From an optimization exercise on the open Yosys and OpenROAD flow, aimed at small area, a short achievable clock period and few clock cycles per item; shortcuts taken in it are not production practice.
Only simulation tests tie the RTL to the original design; equivalence was not proved.
The clock port is modelled as an ideal driver; clocking choices that lean on that would not hold on a real chip.
No activity file was given, so power comes from the tool's default toggle rates.

## old
Design lru_block_cache_directory, start of the top module:
module lru_block_cache_directory (
    input  wire logic                          i_clk,
    input  wire logic                          i_rst_n,
    input  wire logic                          i_in_valid,
    output logic                               o_in_stall,
    input  wire logic [lrud_pkg::KIND_W-1:0]   i_kind,
    input  wire logic [lrud_pkg::BLOCK_W-1:0]  i_block_number,
    input  wire logic                          i_insert_dirty,
    output logic                               o_out_valid,
    input  wire logic                          i_out_stall,
    output logic                               o_hit,
    output logic      [lrud_pkg::OWAY_W-1:0]   o_way,
    output logic                               o_evicted,
    output logic      [lrud_pkg::BLOCK_W-1:0]  o_evicted_block,
    output logic                               o_evicted_dirty,
    output logic      [lrud_pkg::TOTAL_W-1:0]  o_hit_total,
    output logic      [lrud_pkg::TOTAL_W-1:0]  o_miss_total,
    input  wire logic                          psel,
    input  wire logic                          penable,
    input  wire logic                          pwrite,
    input  wire logic [lrud_pkg::ADDR_W-1:0]   paddr,
    input  wire logic [lrud_pkg::DATA_W-1:0]   pwdata,
    output logic      [lrud_pkg::DATA_W-1:0]   prdata,
    output logic                               pready
);
==> module lru_block_cache_directory, before the edit <==
module lru_block_cache_directory (
    input  wire logic                          i_clk,
    input  wire logic                          i_rst_n,
    input  wire logic                          i_in_valid,
    output logic                               o_in_stall,
    input  wire logic [lrud_pkg::KIND_W-1:0]   i_kind,
    input  wire logic [lrud_pkg::BLOCK_W-1:0]  i_block_number,
    input  wire logic                          i_insert_dirty,
    output logic                               o_out_valid,
    input  wire logic                          i_out_stall,
    output logic                               o_hit,
    output logic      [lrud_pkg::OWAY_W-1:0]   o_way,
    output logic                               o_evicted,
    output logic      [lrud_pkg::BLOCK_W-1:0]  o_evicted_block,
    output logic                               o_evicted_dirty,
    output logic      [lrud_pkg::TOTAL_W-1:0]  o_hit_total,
    output logic      [lrud_pkg::TOTAL_W-1:0]  o_miss_total,
    input  wire logic                          psel,
    input  wire logic                          penable,
    input  wire logic                          pwrite,
    input  wire logic [lrud_pkg::ADDR_W-1:0]   paddr,
    input  wire logic [lrud_pkg::DATA_W-1:0]   pwdata,
    output logic      [lrud_pkg::DATA_W-1:0]   prdata,
    output logic                               pready
);
    logic                         r0_valid;
    lrud_pkg::t_req               r0_req, in_req;
    logic                         o0_valid, o1_valid;
    logic                         r_in_stall;
    logic                         proc;
    logic                         r0_free;
    logic                         in_acc;
    logic                         o0_load;
    logic                         n_r0_valid, n_o0_valid, n_o1_valid;
    logic [lrud_pkg::WAY_W-1:0]   last_way;
    typedef struct packed {
        logic                         hit;
        logic [lrud_pkg::OWAY_W-1:0]  way;
        logic                         evicted;
        logic [lrud_pkg::BLOCK_W-1:0] evicted_block;
        logic                         evicted_dirty;
        logic                         inc_hit;
        logic                         inc_miss;
    } t_beat;
    t_beat                        d_res, o0, o1, o0_in;
    logic [lrud_pkg::TOTAL_W-1:0] r_hit_total, r_miss_total;
    assign in_req.kind         = i_kind;
    assign in_req.block_number = i_block_number;
    assign in_req.insert_dirty = i_insert_dirty;
    assign proc       = r0_valid && !o1_valid;
    assign r0_free    = !r0_valid || !o1_valid;
    assign in_acc     = i_in_valid && !r_in_stall;
    assign o0_load    = !o0_valid || !i_out_stall;
    assign o_in_stall = r_in_stall;
    always_comb begin
        n_r0_valid = r0_free ? in_acc : r0_valid;
        n_o0_valid = o0_load ? (o1_valid || proc) : o0_valid;
        n_o1_valid = o0_load ? 1'b0 : (o1_valid || proc);
    end
    always_ff @(posedge i_clk) begin
        if (!i_rst_n) begin
            r0_valid   <= 1'b0;
            o0_valid   <= 1'b0;
            o1_valid   <= 1'b0;
            r_in_stall <= 1'b0;
        end else begin
            r0_valid   <= n_r0_valid;
            o0_valid   <= n_o0_valid;
            o1_valid   <= n_o1_valid;
            r_in_stall <= n_r0_valid && n_o1_valid;
        end
    end
    always_comb begin
        o0_in = o1_valid ? o1 : d_res;
        if (!(o1_valid || proc)) begin
            o0_in.inc_hit  = 1'b0;
            o0_in.inc_miss = 1'b0;
        end
    end
    always_ff @(posedge i_clk) begin
        if (!i_rst_n) begin
            r0_req <= '0;
        end else if (r0_free) begin
            r0_req <= in_req;
        end
        if (!o1_valid) begin
            o1 <= d_res;
        end
        if (!i_rst_n) begin
            o0 <= '0;
        end else if (o0_load) begin
            o0 <= o0_in;
        end
    end
    logic                         hit_en, miss_en;
    logic [lrud_pkg::TOTAL_W-1:0] n_hit_total, n_miss_total;
    assign hit_en  = (o0_load && o0_in.inc_hit) || !i_rst_n;
    assign miss_en = (o0_load && o0_in.inc_miss) || !i_rst_n;
    always_comb begin
        n_hit_total  = r_hit_total;
        n_miss_total = r_miss_total;
        if (r_hit_total != '1) begin
            n_hit_total = r_hit_total + lrud_pkg::TOTAL_W'(1);
        end
        if (r_miss_total != '1) begin
            n_miss_total = r_miss_total + lrud_pkg::TOTAL_W'(1);
        end
        n_hit_total  = n_hit_total & {lrud_pkg::TOTAL_W{i_rst_n}};
        n_miss_total = n_miss_total & {lrud_pkg::TOTAL_W{i_rst_n}};
    end
    always_ff @(posedge i_clk) begin
        if (hit_en) begin
            r_hit_total <= n_hit_total;
        end
        if (miss_en) begin
            r_miss_total <= n_miss_total;
        end
    end
    lrud_cfg u_cfg (
        .i_clk         (i_clk),
        .i_rst_n       (i_rst_n),
        .psel          (psel),
        .penable       (penable),
        .pwrite        (pwrite),
        .paddr         (paddr),
        .pwdata        (pwdata),
        .prdata        (prdata),
        .pready        (pready),
        .o_ways_in_use (),
        .o_last_way    (last_way)
    );
    lrud_dir u_dir (
        .i_clk           (i_clk),
        .i_rst_n         (i_rst_n),
        .i_req_valid     (proc),
        .i_req           (r0_req),
        .i_last_way      (last_way),
        .o_hit           (d_res.hit),
        .o_way           (d_res.way),
        .o_evicted       (d_res.evicted),
        .o_evicted_block (d_res.evicted_block),
        .o_evicted_dirty (d_res.evicted_dirty),
        .o_inc_hit       (d_res.inc_hit),
        .o_inc_miss      (d_res.inc_miss)
    );
    assign o_out_valid     = o0_valid;
    assign o_hit           = o0.hit;
    assign o_way           = o0.way;
    assign o_evicted       = o0.evicted;
    assign o_evicted_block = o0.evicted_block;
    assign o_evicted_dirty = o0.evicted_dirty;
    assign o_hit_total     = r_hit_total;
    assign o_miss_total    = r_miss_total;
endmodule
clock: 13.0 ns
lec_check: 0
cap_margin: 20
core_margin: 2
core_utilization: 60
cts_cluster_diameter: 80
cts_cluster_size: 20
slew_margin: 20
tns_end_percent: 5
standard.sh (not shown) runs the stock make flow with config.mk's settings and CLKGATE_MAP_FILE= SYNTH_SCRIPT=/design/flow/synth_recipe.tcl, a recipe that flattens the netlist after the stock synthesis.
==> flow/flow/run.sh <==
#!/bin/bash
# Layout flow: the standard ORFS flow (standard.sh) with
#  - port buffers of buf_2 instead of the default choice, a slow delay buffer;
set -euo pipefail
export FLOW_CLOCK_PORT=i_clk
bash standard.sh \
    "BUFFER_PORTS_ARGS=-buffer_cell sky130_fd_sc_hd__buf_2" \
    SETUP_SLACK_MARGIN=9.5 \
    "PRE_CTS_TCL=$PWD/flow/cts_hook.tcl" \
    finish > flow_make.log 2>&1
Other scripts of this flow, unchanged in this note and not shown: flow/flow/cts_hook.tcl
Testbench counts of old, summed over its fixed seeds: cycles 16,016, items 16,000.
> inputs changed (old -> new)
diff --git a/flow/design.v b/flow/design.v
--- a/flow/design.v
+++ b/flow/design.v
@@ -305,33 +305,33 @@
         if (!i_rst_n) begin
             o0 <= '0;
         end else if (o0_load) begin
             o0 <= o0_in;
         end
     end
-    logic                         hit_en, miss_en;
+    logic                         hit_inc, miss_inc;
     logic [lrud_pkg::TOTAL_W-1:0] n_hit_total, n_miss_total;
-    assign hit_en  = (o0_load && o0_in.inc_hit) || !i_rst_n;
-    assign miss_en = (o0_load && o0_in.inc_miss) || !i_rst_n;
+    logic [lrud_pkg::TOTAL_W:0]   hit_low1, miss_low1;    
+    assign hit_inc  = o0_load && o0_in.inc_hit && !(&r_hit_total);
+    assign miss_inc = o0_load && o0_in.inc_miss && !(&r_miss_total);
     always_comb begin
-        n_hit_total  = r_hit_total;
-        n_miss_total = r_miss_total;
-        if (r_hit_total != '1) begin
-            n_hit_total = r_hit_total + lrud_pkg::TOTAL_W'(1);
+        hit_low1[0]  = 1'b1;
+        miss_low1[0] = 1'b1;
+        for (int i = 0; i < lrud_pkg::TOTAL_W; i++) begin
+            n_hit_total[i]   = r_hit_total[i] ^ (hit_inc && hit_low1[i]);
+            n_miss_total[i]  = r_miss_total[i] ^ (miss_inc && miss_low1[i]);
+            hit_low1[i + 1]  = hit_low1[i] && r_hit_total[i];
+            miss_low1[i + 1] = miss_low1[i] && r_miss_total[i];
         end
-        if (r_miss_total != '1) begin
-            n_miss_total = r_miss_total + lrud_pkg::TOTAL_W'(1);
-        end
-        n_hit_total  = n_hit_total & {lrud_pkg::TOTAL_W{i_rst_n}};
-        n_miss_total = n_miss_total & {lrud_pkg::TOTAL_W{i_rst_n}};
     end
     always_ff @(posedge i_clk) begin
-        if (hit_en) begin
-            r_hit_total <= n_hit_total;
-        end
-        if (miss_en) begin
+        if (!i_rst_n) begin
+            r_hit_total  <= '0;
+            r_miss_total <= '0;
+        end else begin
+            r_hit_total  <= n_hit_total;
             r_miss_total <= n_miss_total;
         end
     end
     lrud_cfg u_cfg (
         .i_clk         (i_clk),
         .i_rst_n       (i_rst_n),
Results
Non-filler instance count after layout: new < old. On routed length on met3, old tracks new almost exactly. Compared with old, new shows a lower area of the die. In the reports for new and old, the smaller met2 demand-to-capacity share in global routing belongs to new. Area added between synthesis and finish: new > old. Of new and old, it is new that has the lower area fraction in compound gates after synthesis. new — clock network fraction of total power 0.7 points higher, old as reference. old → new: fmax went up by 2.9%; power went down by 4.0%. Via count (new over old): decrease, 949.
Testbench counts of new, summed over its fixed seeds: cycles 16,016, items 16,000.

## re-timing with driven ports
How much do the figures lean on ideal ports? The routed layouts below were timed once more, with nothing changed but the port constraints. Step 1: set_driving_cell puts a clkbuf_16 on i_clk and a buf_2 on each other input, an assumption about the parent block. Step 2, shift: input delay + t, output delay - t, t = (earliest + latest rising clock arrival at the registers) / 2. This alone moves slack from input paths to output paths. Three values: no drivers, after step 1, after step 2; two values: the first two.
run | shift t [ns] | slack for setup (ns) | worst setup path at the end | clock arrival spread, ns
old | 0.420 | 9.367 / 9.264 / 9.189 | input to register | 0.309 / 0.310
new | 0.387 | 9.468 / 9.376 / 9.181 | input to register | 0.283 / 0.284
In old the clock reaches the registers at very different times; t lies between them, and the last value is a rough guide only. For new, which loses most, drivers alone change the setup slack by -0.092 ns; drivers and shift together by -0.287 ns.
